This design comes from an exercise in tuning for small area on the open sky130 flow, not from production work. Function was checked by simulation only, so behaviour that the tests miss may differ from the original.

--- design/flow/config.mk ---
export PLATFORM = sky130hd
export DESIGN_NAME = rv_top
export DESIGN_NICKNAME = rv_top
export VERILOG_FILES = /design/flow/design.v
export SDC_FILE = /design/flow/constraint.sdc
export NUM_CORES = 4
export LEC_CHECK = 0
export CAP_MARGIN = 20
export CORE_MARGIN = 2
export CORE_UTILIZATION = 40
export SLEW_MARGIN = 20
--- design/flow/constraint.sdc ---
create_clock -name core_clock -period 14.0 [get_ports {clk}]
set_input_delay 2.8000 -clock core_clock [delete_from_list [all_inputs] [get_ports {clk}]]
set_output_delay 2.8000 -clock core_clock [all_outputs]
set_load 0.01 [all_outputs]
--- design/flow/design.v ---
`default_nettype none
package rv_pkg;
    localparam int XLEN = 32;
    typedef logic [XLEN-1:0] word_t;
    typedef logic [4:0]      reg_addr_t;
    localparam word_t RESET_PC = 32'h0000_0000;
    typedef enum logic [6:0] {
        OPC_LOAD   = 7'b0000011,
        OPC_OP_IMM = 7'b0010011,
        OPC_AUIPC  = 7'b0010111,
        OPC_STORE  = 7'b0100011,
        OPC_OP     = 7'b0110011,
        OPC_LUI    = 7'b0110111,
        OPC_BRANCH = 7'b1100011,
        OPC_JALR   = 7'b1100111,
        OPC_JAL    = 7'b1101111,
        OPC_SYSTEM = 7'b1110011
    } opcode_e;
    typedef enum logic [3:0] {
        ALU_ADD,
        ALU_SUB,
        ALU_SLL,
        ALU_SLT,
        ALU_SLTU,
        ALU_XOR,
        ALU_SRL,
        ALU_SRA,
        ALU_OR,
        ALU_AND
    } alu_op_e;
    typedef enum logic [2:0] {
        FMT_R,
        FMT_I,
        FMT_S,
        FMT_B,
        FMT_U,
        FMT_J
    } fmt_e;
    typedef enum logic [1:0] {
        FETCH,
        EXECUTE,
        MEMORY,
        HALT
    } core_state_e;
    typedef struct packed {
        logic       cyc;
        logic       stb;
        logic       we;
        word_t      adr;
        word_t      dat_w;
        logic [3:0] sel;
    } wb_req_t;
    typedef struct packed {
        word_t dat_r;
        logic  ack;
    } wb_rsp_t;
    typedef struct packed {
        alu_op_e    alu_op;
        reg_addr_t  rd;
        reg_addr_t  rs1;
        reg_addr_t  rs2;
        word_t      imm;
        logic [2:0] funct3;
        logic       is_load;
        logic       is_store;
        logic       is_branch;
        logic       is_jal;
        logic       is_jalr;
        logic       is_lui;
        logic       is_auipc;
        logic       use_imm;
        logic       writes_rd;
        logic       is_ebreak;
    } decoded_t;
    typedef struct packed {
        word_t result;
        logic  jump_en;
        word_t jump_target;
    } exec_result_t;
endpackage
`default_nettype wire
`timescale 1ns/1ps
`default_nettype none
module rv_decoder (
    input  rv_pkg::word_t    inst,
    output rv_pkg::decoded_t dec
);
    rv_pkg::opcode_e    opcode;
    rv_pkg::fmt_e       fmt;
    logic [6:0] funct7;
    logic [2:0] funct3;
    rv_pkg::reg_addr_t  rd;
    rv_pkg::word_t      imm;
    assign opcode = rv_pkg::opcode_e'(inst[6:0]);
    assign funct3 = inst[14:12];
    assign funct7 = inst[31:25];
    assign rd     = inst[11:7];
    always_comb begin
        unique case (opcode)
            rv_pkg::OPC_OP_IMM, rv_pkg::OPC_LOAD, rv_pkg::OPC_JALR, rv_pkg::OPC_SYSTEM: fmt = rv_pkg::FMT_I;
            rv_pkg::OPC_STORE:                                  fmt = rv_pkg::FMT_S;
            rv_pkg::OPC_BRANCH:                                 fmt = rv_pkg::FMT_B;
            rv_pkg::OPC_LUI, rv_pkg::OPC_AUIPC:                         fmt = rv_pkg::FMT_U;
            rv_pkg::OPC_JAL:                                    fmt = rv_pkg::FMT_J;
            default:                                    fmt = rv_pkg::FMT_R;  
        endcase
    end
    always_comb begin
        unique case (fmt)
            rv_pkg::FMT_I:   imm = {{20{inst[31]}}, inst[31:20]};
            rv_pkg::FMT_S:   imm = {{20{inst[31]}}, inst[31:25], inst[11:7]};
            rv_pkg::FMT_B:   imm = {{20{inst[31]}}, inst[7], inst[30:25], inst[11:8], 1'b0};
            rv_pkg::FMT_U:   imm = {inst[31:12], 12'b0};
            rv_pkg::FMT_J:   imm = {{12{inst[31]}}, inst[19:12], inst[20], inst[30:21], 1'b0};
            default: imm = '0;
        endcase
    end
    always_comb begin
        dec        = '0;
        dec.rd     = rd;
        dec.rs1    = inst[19:15];
        dec.rs2    = inst[24:20];
        dec.imm    = imm;
        dec.funct3 = funct3;
        dec.alu_op = rv_pkg::ALU_ADD;
        if (opcode == rv_pkg::OPC_OP || opcode == rv_pkg::OPC_OP_IMM) begin
            unique case (funct3)
                3'b000: begin
                    if (opcode == rv_pkg::OPC_OP && funct7[5]) begin
                        dec.alu_op = rv_pkg::ALU_SUB;
                    end
                end
                3'b001:  dec.alu_op = rv_pkg::ALU_SLL;
                3'b010:  dec.alu_op = rv_pkg::ALU_SLT;
                3'b011:  dec.alu_op = rv_pkg::ALU_SLTU;
                3'b100:  dec.alu_op = rv_pkg::ALU_XOR;
                3'b101:  dec.alu_op = funct7[5] ? rv_pkg::ALU_SRA : rv_pkg::ALU_SRL;
                3'b110:  dec.alu_op = rv_pkg::ALU_OR;
                default: dec.alu_op = rv_pkg::ALU_AND;
            endcase
        end
        dec.is_load   = (opcode == rv_pkg::OPC_LOAD);
        dec.is_store  = (opcode == rv_pkg::OPC_STORE);
        dec.is_branch = (opcode == rv_pkg::OPC_BRANCH);
        dec.is_jal    = (opcode == rv_pkg::OPC_JAL);
        dec.is_jalr   = (opcode == rv_pkg::OPC_JALR);
        dec.is_lui    = (opcode == rv_pkg::OPC_LUI);
        dec.is_auipc  = (opcode == rv_pkg::OPC_AUIPC);
        dec.use_imm   = (fmt != rv_pkg::FMT_R) && (fmt != rv_pkg::FMT_B);
        dec.is_ebreak = (opcode == rv_pkg::OPC_SYSTEM) && (funct3 == 3'b000)
                        && (inst[31:20] == 12'h001);
        dec.writes_rd = (rd != 5'd0) &&
                        (opcode == rv_pkg::OPC_OP || opcode == rv_pkg::OPC_OP_IMM || opcode == rv_pkg::OPC_LOAD ||
                         opcode == rv_pkg::OPC_LUI || opcode == rv_pkg::OPC_AUIPC ||
                         opcode == rv_pkg::OPC_JAL || opcode == rv_pkg::OPC_JALR);
    end
endmodule
`default_nettype wire
`timescale 1ns/1ps
`default_nettype none
module rv_regfile (
    input  logic              clk,
    input  logic              reset,
    input  rv_pkg::reg_addr_t raddr1,
    input  rv_pkg::reg_addr_t raddr2,
    output rv_pkg::word_t     rdata1,
    output rv_pkg::word_t     rdata2,
    input  logic              we,
    input  rv_pkg::reg_addr_t waddr,
    input  rv_pkg::word_t     wdata
);
    rv_pkg::word_t regs [32];
    always_ff @(posedge clk) begin
        if (we && waddr != 5'd0) begin
            regs[waddr] <= wdata;
        end
    end
    assign rdata1 = (raddr1 == 5'd0) ? '0 : regs[raddr1];
    assign rdata2 = (raddr2 == 5'd0) ? '0 : regs[raddr2];
endmodule
`default_nettype wire
`timescale 1ns/1ps
`default_nettype none
module rv_execute (
    input  rv_pkg::decoded_t     dec,
    input  rv_pkg::word_t        pc,
    input  rv_pkg::word_t        rs1_data,
    input  rv_pkg::word_t        rs2_data,
    output rv_pkg::exec_result_t res
);
    rv_pkg::word_t      op_a;
    rv_pkg::word_t      op_b;
    rv_pkg::word_t      alu_out;
    rv_pkg::word_t      pc_plus4;
    logic [4:0] shamt;
    logic       take;
    always_comb begin
        if (dec.is_lui) begin
            op_a = '0;
        end else if (dec.is_auipc) begin
            op_a = pc;
        end else begin
            op_a = rs1_data;
        end
    end
    assign op_b     = dec.use_imm ? dec.imm : rs2_data;
    assign shamt    = op_b[4:0];
    assign pc_plus4 = pc + 32'd4;
    always_comb begin
        unique case (dec.alu_op)
            rv_pkg::ALU_SUB:  alu_out = op_a - op_b;
            rv_pkg::ALU_SLL:  alu_out = op_a << shamt;
            rv_pkg::ALU_SLT:  alu_out = ($signed(op_a) < $signed(op_b)) ? 32'd1 : 32'd0;
            rv_pkg::ALU_SLTU: alu_out = (op_a < op_b) ? 32'd1 : 32'd0;
            rv_pkg::ALU_XOR:  alu_out = op_a ^ op_b;
            rv_pkg::ALU_SRL:  alu_out = op_a >> shamt;
            rv_pkg::ALU_SRA:  alu_out = rv_pkg::word_t'($signed(op_a) >>> shamt);
            rv_pkg::ALU_OR:   alu_out = op_a | op_b;
            rv_pkg::ALU_AND:  alu_out = op_a & op_b;
            default:  alu_out = op_a + op_b;
        endcase
    end
    always_comb begin
        unique case (dec.funct3)
            3'b000:  take = (rs1_data == rs2_data);
            3'b001:  take = (rs1_data != rs2_data);
            3'b100:  take = ($signed(rs1_data) < $signed(rs2_data));
            3'b101:  take = ($signed(rs1_data) >= $signed(rs2_data));
            3'b110:  take = (rs1_data < rs2_data);
            3'b111:  take = (rs1_data >= rs2_data);
            default: take = 1'b0;
        endcase
    end
    always_comb begin
        res.jump_en = dec.is_jal || dec.is_jalr || (dec.is_branch && take);
        if (dec.is_jalr) begin
            res.jump_target = {alu_out[31:1], 1'b0};  
        end else begin
            res.jump_target = pc + dec.imm;
        end
        res.result = (dec.is_jal || dec.is_jalr) ? pc_plus4 : alu_out;
    end
endmodule
`default_nettype wire
`timescale 1ns/1ps
`default_nettype none
module rv_lsu (
    input  rv_pkg::decoded_t dec,
    input  rv_pkg::word_t    addr,
    input  rv_pkg::word_t    store_data,
    input  rv_pkg::word_t    bus_rdata,
    output logic [3:0]       sel,
    output rv_pkg::word_t    bus_wdata,
    output rv_pkg::word_t    load_data
);
    logic [1:0] lane;
    logic [3:0] mask;
    rv_pkg::word_t      rdata_shifted;
    always_comb begin
        unique case (dec.funct3[1:0])
            2'b00: begin
                lane = addr[1:0];
                mask = 4'b0001;
            end
            2'b01: begin
                lane = {addr[1], 1'b0};
                mask = 4'b0011;
            end
            default: begin
                lane = 2'b00;
                mask = 4'b1111;
            end
        endcase
    end
    assign sel           = mask << lane;
    assign bus_wdata     = store_data << {lane, 3'b000};
    assign rdata_shifted = bus_rdata >> {lane, 3'b000};
    always_comb begin
        unique case (dec.funct3)
            3'b000:  load_data = {{24{rdata_shifted[7]}}, rdata_shifted[7:0]};    
            3'b001:  load_data = {{16{rdata_shifted[15]}}, rdata_shifted[15:0]};  
            3'b100:  load_data = {24'b0, rdata_shifted[7:0]};                     
            3'b101:  load_data = {16'b0, rdata_shifted[15:0]};                    
            default: load_data = rdata_shifted;
        endcase
    end
endmodule
`default_nettype wire
`timescale 1ns/1ps
`default_nettype none
module rv_core (
    input  logic            clk,
    input  logic            reset,
    output rv_pkg::wb_req_t wb_req,
    input  rv_pkg::wb_rsp_t wb_rsp,
    output logic            halted
);
    rv_pkg::core_state_e  state;
    logic         bus_active;
    rv_pkg::word_t        pc;
    rv_pkg::word_t        ir;
    rv_pkg::word_t        next_pc;
    rv_pkg::decoded_t     dec;
    rv_pkg::word_t        rs1_data;
    rv_pkg::word_t        rs2_data;
    rv_pkg::exec_result_t res;
    logic [3:0]   lsu_sel;
    rv_pkg::word_t        lsu_wdata;
    rv_pkg::word_t        load_data;
    logic         mem_op;
    logic         bus_done;
    logic         rf_we;
    rv_pkg::word_t        rf_wdata;
    rv_decoder u_decoder (
        .inst (ir),
        .dec  (dec)
    );
    rv_regfile u_regfile (
        .clk    (clk),
        .reset  (reset),
        .raddr1 (dec.rs1),
        .raddr2 (dec.rs2),
        .rdata1 (rs1_data),
        .rdata2 (rs2_data),
        .we     (rf_we),
        .waddr  (dec.rd),
        .wdata  (rf_wdata)
    );
    rv_execute u_execute (
        .dec      (dec),
        .pc       (pc),
        .rs1_data (rs1_data),
        .rs2_data (rs2_data),
        .res      (res)
    );
    rv_lsu u_lsu (
        .dec        (dec),
        .addr       (res.result),
        .store_data (rs2_data),
        .bus_rdata  (wb_rsp.dat_r),
        .sel        (lsu_sel),
        .bus_wdata  (lsu_wdata),
        .load_data  (load_data)
    );
    assign mem_op   = dec.is_load || dec.is_store;
    assign bus_done = bus_active && wb_rsp.ack;
    assign next_pc  = res.jump_en ? res.jump_target : pc + 32'd4;
    assign rf_we    = dec.writes_rd && ((state == rv_pkg::EXECUTE && !mem_op) ||
                                        (state == rv_pkg::MEMORY && bus_done && dec.is_load));
    assign rf_wdata = (state == rv_pkg::MEMORY) ? load_data : res.result;
    always_ff @(posedge clk or posedge reset) begin
        if (reset) begin
            state      <= rv_pkg::FETCH;
            bus_active <= 1'b0;
            pc         <= rv_pkg::RESET_PC;
        end else begin
            unique case (state)
                rv_pkg::FETCH: begin
                    if (!bus_active) begin
                        bus_active <= 1'b1;
                    end else if (wb_rsp.ack) begin
                        bus_active <= 1'b0;
                        state      <= rv_pkg::EXECUTE;
                    end
                end
                rv_pkg::EXECUTE: begin
                    if (dec.is_ebreak) begin
                        state <= rv_pkg::HALT;
                    end else if (mem_op) begin
                        bus_active <= 1'b1;
                        state      <= rv_pkg::MEMORY;
                    end else begin
                        pc         <= next_pc;
                        bus_active <= 1'b1;  
                        state      <= rv_pkg::FETCH;
                    end
                end
                rv_pkg::MEMORY: begin
                    if (wb_rsp.ack) begin
                        pc         <= next_pc;
                        bus_active <= 1'b1;  
                        state      <= rv_pkg::FETCH;
                    end
                end
                default: ;  
            endcase
        end
    end
    always_ff @(posedge clk) begin
        if (state == rv_pkg::FETCH && bus_done) begin
            ir <= wb_rsp.dat_r;
        end
    end
    always_comb begin
        wb_req.cyc   = bus_active;
        wb_req.stb   = bus_active;
        wb_req.we    = bus_active && state == rv_pkg::MEMORY && dec.is_store;
        wb_req.adr   = (state == rv_pkg::MEMORY) ? res.result : pc;
        wb_req.sel   = (state == rv_pkg::MEMORY) ? lsu_sel : 4'b1111;
        wb_req.dat_w = lsu_wdata;
    end
    assign halted = (state == rv_pkg::HALT);
endmodule
`default_nettype wire
`timescale 1ns/1ps
`default_nettype none
module rv_top (
    input  logic        clk,
    input  logic        reset,
    output logic        wb_cyc,
    output logic        wb_stb,
    output logic        wb_we,
    output logic [31:0] wb_adr,
    output logic [31:0] wb_dat_w,
    output logic [3:0]  wb_sel,
    input  logic [31:0] wb_dat_r,
    input  logic        wb_ack,
    output logic        halted
);
    rv_pkg::wb_req_t wb_req;
    rv_pkg::wb_rsp_t wb_rsp;
    rv_core u_core (
        .clk    (clk),
        .reset  (reset),
        .wb_req (wb_req),
        .wb_rsp (wb_rsp),
        .halted (halted)
    );
    assign wb_cyc       = wb_req.cyc;
    assign wb_stb       = wb_req.stb;
    assign wb_we        = wb_req.we;
    assign wb_adr       = wb_req.adr;
    assign wb_dat_w     = wb_req.dat_w;
    assign wb_sel       = wb_req.sel;
    assign wb_rsp.dat_r = wb_dat_r;
    assign wb_rsp.ack   = wb_ack;
endmodule
`default_nettype wire
--- design/flow/run.sh ---
#!/bin/bash
# synth_recipe.tcl (not shown) runs the flow's synth.tcl, then flattens the netlist and writes it again
# the make line also repeats each setting of config.mk as NAME=value (left out here)
make -C /OpenROAD-flow-scripts/flow DESIGN_CONFIG=/design/flow/config.mk WORK_HOME=/design/flow/orfs CLKGATE_MAP_FILE= SYNTH_SCRIPT=/design/flow/synth_recipe.tcl finish
==> notes.md <==
==> worst reg2reg max path, stage by stage (launching register included) <==
cell and delay (ps):
dfxtp_4 810, buf_4 780, mux4_2 640, a22oi_1 180, and4_1 210, or4_1 200
a2bb2oi_1 550, inv_1 140, ha_1 310, fa_1 470, nor2b_1 150, o21bai_1 160
a21oi_1 100, o21ai_0 390, a31oi_1 300, o311ai_0 490, buf_4 220, o211ai_1 220
a31oi_1 280, o21bai_1 230, a211o_1 340, nand2_1 160, nor4b_1 730, a21oi_1 300
a2bb2oi_2 220, buf_4 250
==> stage by stage <==
stage          setup WS [ps]  std cells  hold slack (ps)
3_3_place_gp            2040       7236              544
5_1_grt                  946       7450              556
3_5_place_dp            2150       7237              555
2_1_floorplan           4280       5169              501
4_1_cts                 1320       7450              541
6_report                1280       7452              552
==> cells by family after synthesis <==
| family | Yosys count | share of synthesized area [%] |
|---|---|---|
| compound gates | 1250 | 12.8 |
| flops | 1101 | 49.2 |
| mux | 1028 | 23.1 |
| simple gates | 970 | 6.97 |
| buf+inv | 554 | 3.87 |
| fa+ha+maj | 168 | 3.19 |
| xor+xnor | 66 | 0.867 |
| other cells | 1 | 0.00563 |
==> cells in the final DEF (no fill, tap or decap), types with 46 or more instances in the layout <==
master / instances
mux4_2: 399
nand3_1: 69
inv_1: 155
clkbuf_16: 115
a21oi_1: 330
mux2_2: 101
edfxtp_1: 1056
buf_4: 156
a21o_1: 48
clkdlybuf4s50_1: 106
a211oi_1: 74
ha_1: 164
a22oi_1: 203
mux2i_1: 521
and2_1: 53
nand2_1: 263
o21ai_0: 177
nor3_1: 53
nor2_1: 261
o211ai_1: 46
==> per-layer routing <==
metal,wire (µm),vias up
met3,33300,663
met1,103000,25884
met2,115000,3370
met4,13600,14
met5,92,-
li1,-,20533
==> worst max path at each step <==
stage | from | to | slack [ps] | depth (start not counted)
6_report | register | wb_adr[26] | 1280 | 25
4_1_cts | register | wb_adr[26] | 1320 | 25
3_3_place_gp | register | wb_adr[26] | 2040 | 25
2_1_floorplan | register | wb_adr[31] | 4280 | 26
3_5_place_dp | register | wb_adr[26] | 2150 | 25
5_1_grt | register | wb_adr[26] | 950 | 25
==> state kept, by name, summed over array words and instances (netlist names), named ones only <==
register,count
u_core.ir,32
u_core.bus_active,1
u_core.state,2
u_core.pc,32
u_core.u_regfile.regs,1024
==> layout make-up <==
class / instances / share of cell area, %
inverter: 162 / 0.823
sequential: 1101 / 44.2
antenna: 2 / 0.00674
multi-input combinational: 3514 / 42.9
timing repair buffer: 271 / 3.25
clock inverter: 76 / 1.10
clock buffer: 137 / 3.99
tap: 2189 / 3.69
==> results.py <==
metrics = {
    "worst_setup_path": {
        "crit_arrival_ps": 9920,
        "cpMaxStageDelayCell": "dfxtp_4",
        "worst-endpoint-required_ps": 11200,
        "cpLargestDelayFamily": "compound AO/OA/AOI/OAI gates",
        "critPathKind": "register to output port",
        "crit_buf_inv": 4,
        "r2r_cells": 25,
        "cp_max_fo": 36,
        "critPathLaunchType": "register",
        "max_stage_delay_ps": 810,
        "reg2reg_to": "u_core.u_regfile.regs[18][26]",
        "cp-end-kind": "output port",
        "rrSetupSlack_ps": 4870,
    },
    "clock_tree": {
        "clock_sinks": 1101,
        "ctsResizeCount": 0,
        "clkLatencyLatePin_ps": 780,
        "numCtsBuffers": 115,
        "clock_path_buffers": 3,
        "h-tree-depth": 3,
        "cts_root_buf": "clkbuf_16",
        "cts_tree": "yes",
        "clk_pin_slew_ps": 70,
        "post_cts_buffers": 0,
        "holdBufCountCts": 0,
    },
    "synth": {
        "synth_common_cells": "1056 x edfxtp_1, 524 x mux2i_1, 399 x mux4_2",
        "synth_cell_type_count": 106,
        "avgSynthCellArea_um2": 13.0,
        "ys_seq_area_share_pct": 49.2,
        "syn_inst": 5138,
        "netlist_area_um2": 66700,
        "yosysTopAreaCellShare_pct": 47.6,
        "synth_edf_count": 1056,
        "yosysTopAreaCell": "edfxtp_1",
        "synthArstFlopShare_pct": 3.18,
        "synth_warnings": 5,
        "synthFlopType": "edfxtp_1",
        "yosys-top-cells-area": "edfxtp_1 48%, mux4_2 13%, mux2i_1 7.9%",
        "synth_most_common_cell": "edfxtp_1",
        "synth_seq_cells": 1101,
    },
    "finish": {
        "final_util_pct": 44.9,
        "syn2layout_area_growth_pct": 11.3,
        "seqCellArea_um2": 32800,
        "fin_area_um2": 74200,
        "fill_cells": 14887,
        "drive_gt1_share_pct": 18.7,
        "nets": 5368,
        "multi_input_area_um2": 31800,
    },
    "sta": {
        "rsz0062_at_grt": "false",
        "maxSlewHeadroom_pct": 15.7,
        "skew_ps": 70.9,
        "period_share_pct": 90.8,
        "finalHoldViolCount": 0,
        "fin_tns_setup_ps": 0,
        "slew_violations": 0,
        "worstMarginPinSlew_ps": 1260,
        "fmax_mhz": 78.6,
        "layout_min_cycle_time_ps": 12720,
        "setup-violations-final": 0,
    },
    "global_route": {
        "antenna_found_initial": 13,
        "globalRouteTotalUtil_pct": 30.6,
        "grt.busiest_layer": "met2",
        "grt_first_pass_wirelength_um": 370000,
        "grt_pass1_vias": 48350,
        "grt_max_degree": 120,
        "met1_usage_pct": 41.7,
        "met2_usage_pct": 45.3,
        "grt-ovfl-total": 0,
        "grtUsageMet3_pct": 8.90,
    },
    "routing": {
        "routed_via_density": 6.77,
        "drcViolationCount": 0,
        "dr_total_vias": 50464,
        "dr.first_iter.drc_count": 8014,
        "ant_nets": 0,
        "drt-pass1-iter-count": 6,
        "wirelength_um": 264000,
        "wl_per_cell_um": 35.5,
    },
    "worst_hold_path": {
        "min_from": "u_core.ir[18]",
        "whs_path_depth": 1,
        "hold_class": "register to register",
    },
    "die": {
        "io_pins": 107,
        "die_x_um": 412,
        "fp.dieH_um": 412,
        "coreArea_um2": 165000,
        "rows": 149,
        "die_area_um2": 170000,
        "start_util_pct": 40.4,
    },
    "place": {
        "io_buffer_count": 106,
        "place_area_um2": 70400,
        "gp_congestion": 1.04,
        "dpl.hpwl_um": 176000,
    },
    "run_status": {
        "status": "finished clean",
    },
    "run": {
        "max_cap_violations": 0,
    },
}

separate check: timing with driven ports:
How much do the figures lean on ideal ports? The routed layout below was timed once more, with nothing changed but the port constraints. Step 1 assumes that a clkbuf_16 drives the clock port and a buf_2 every other input. Step 2 adds t to the input delays and takes it off the output delays; t is the mean of the earliest and latest rising clock arrival at the registers after step 1. Input paths then give back, and output paths get back, about the clock's delay inside the block. a / b / c = ideal ports / drivers / drivers and shift; a / b = the first two.
t (ns): 0.831
setup slack, ns: 1.281 / 1.200 / 2.030
slew at the worst register clock pin (ns): 0.07 / 0.07
After both steps setup and hold are still met in this run. For this run, drivers alone change the setup slack by -0.081 ns; drivers and shift together by +0.749 ns.
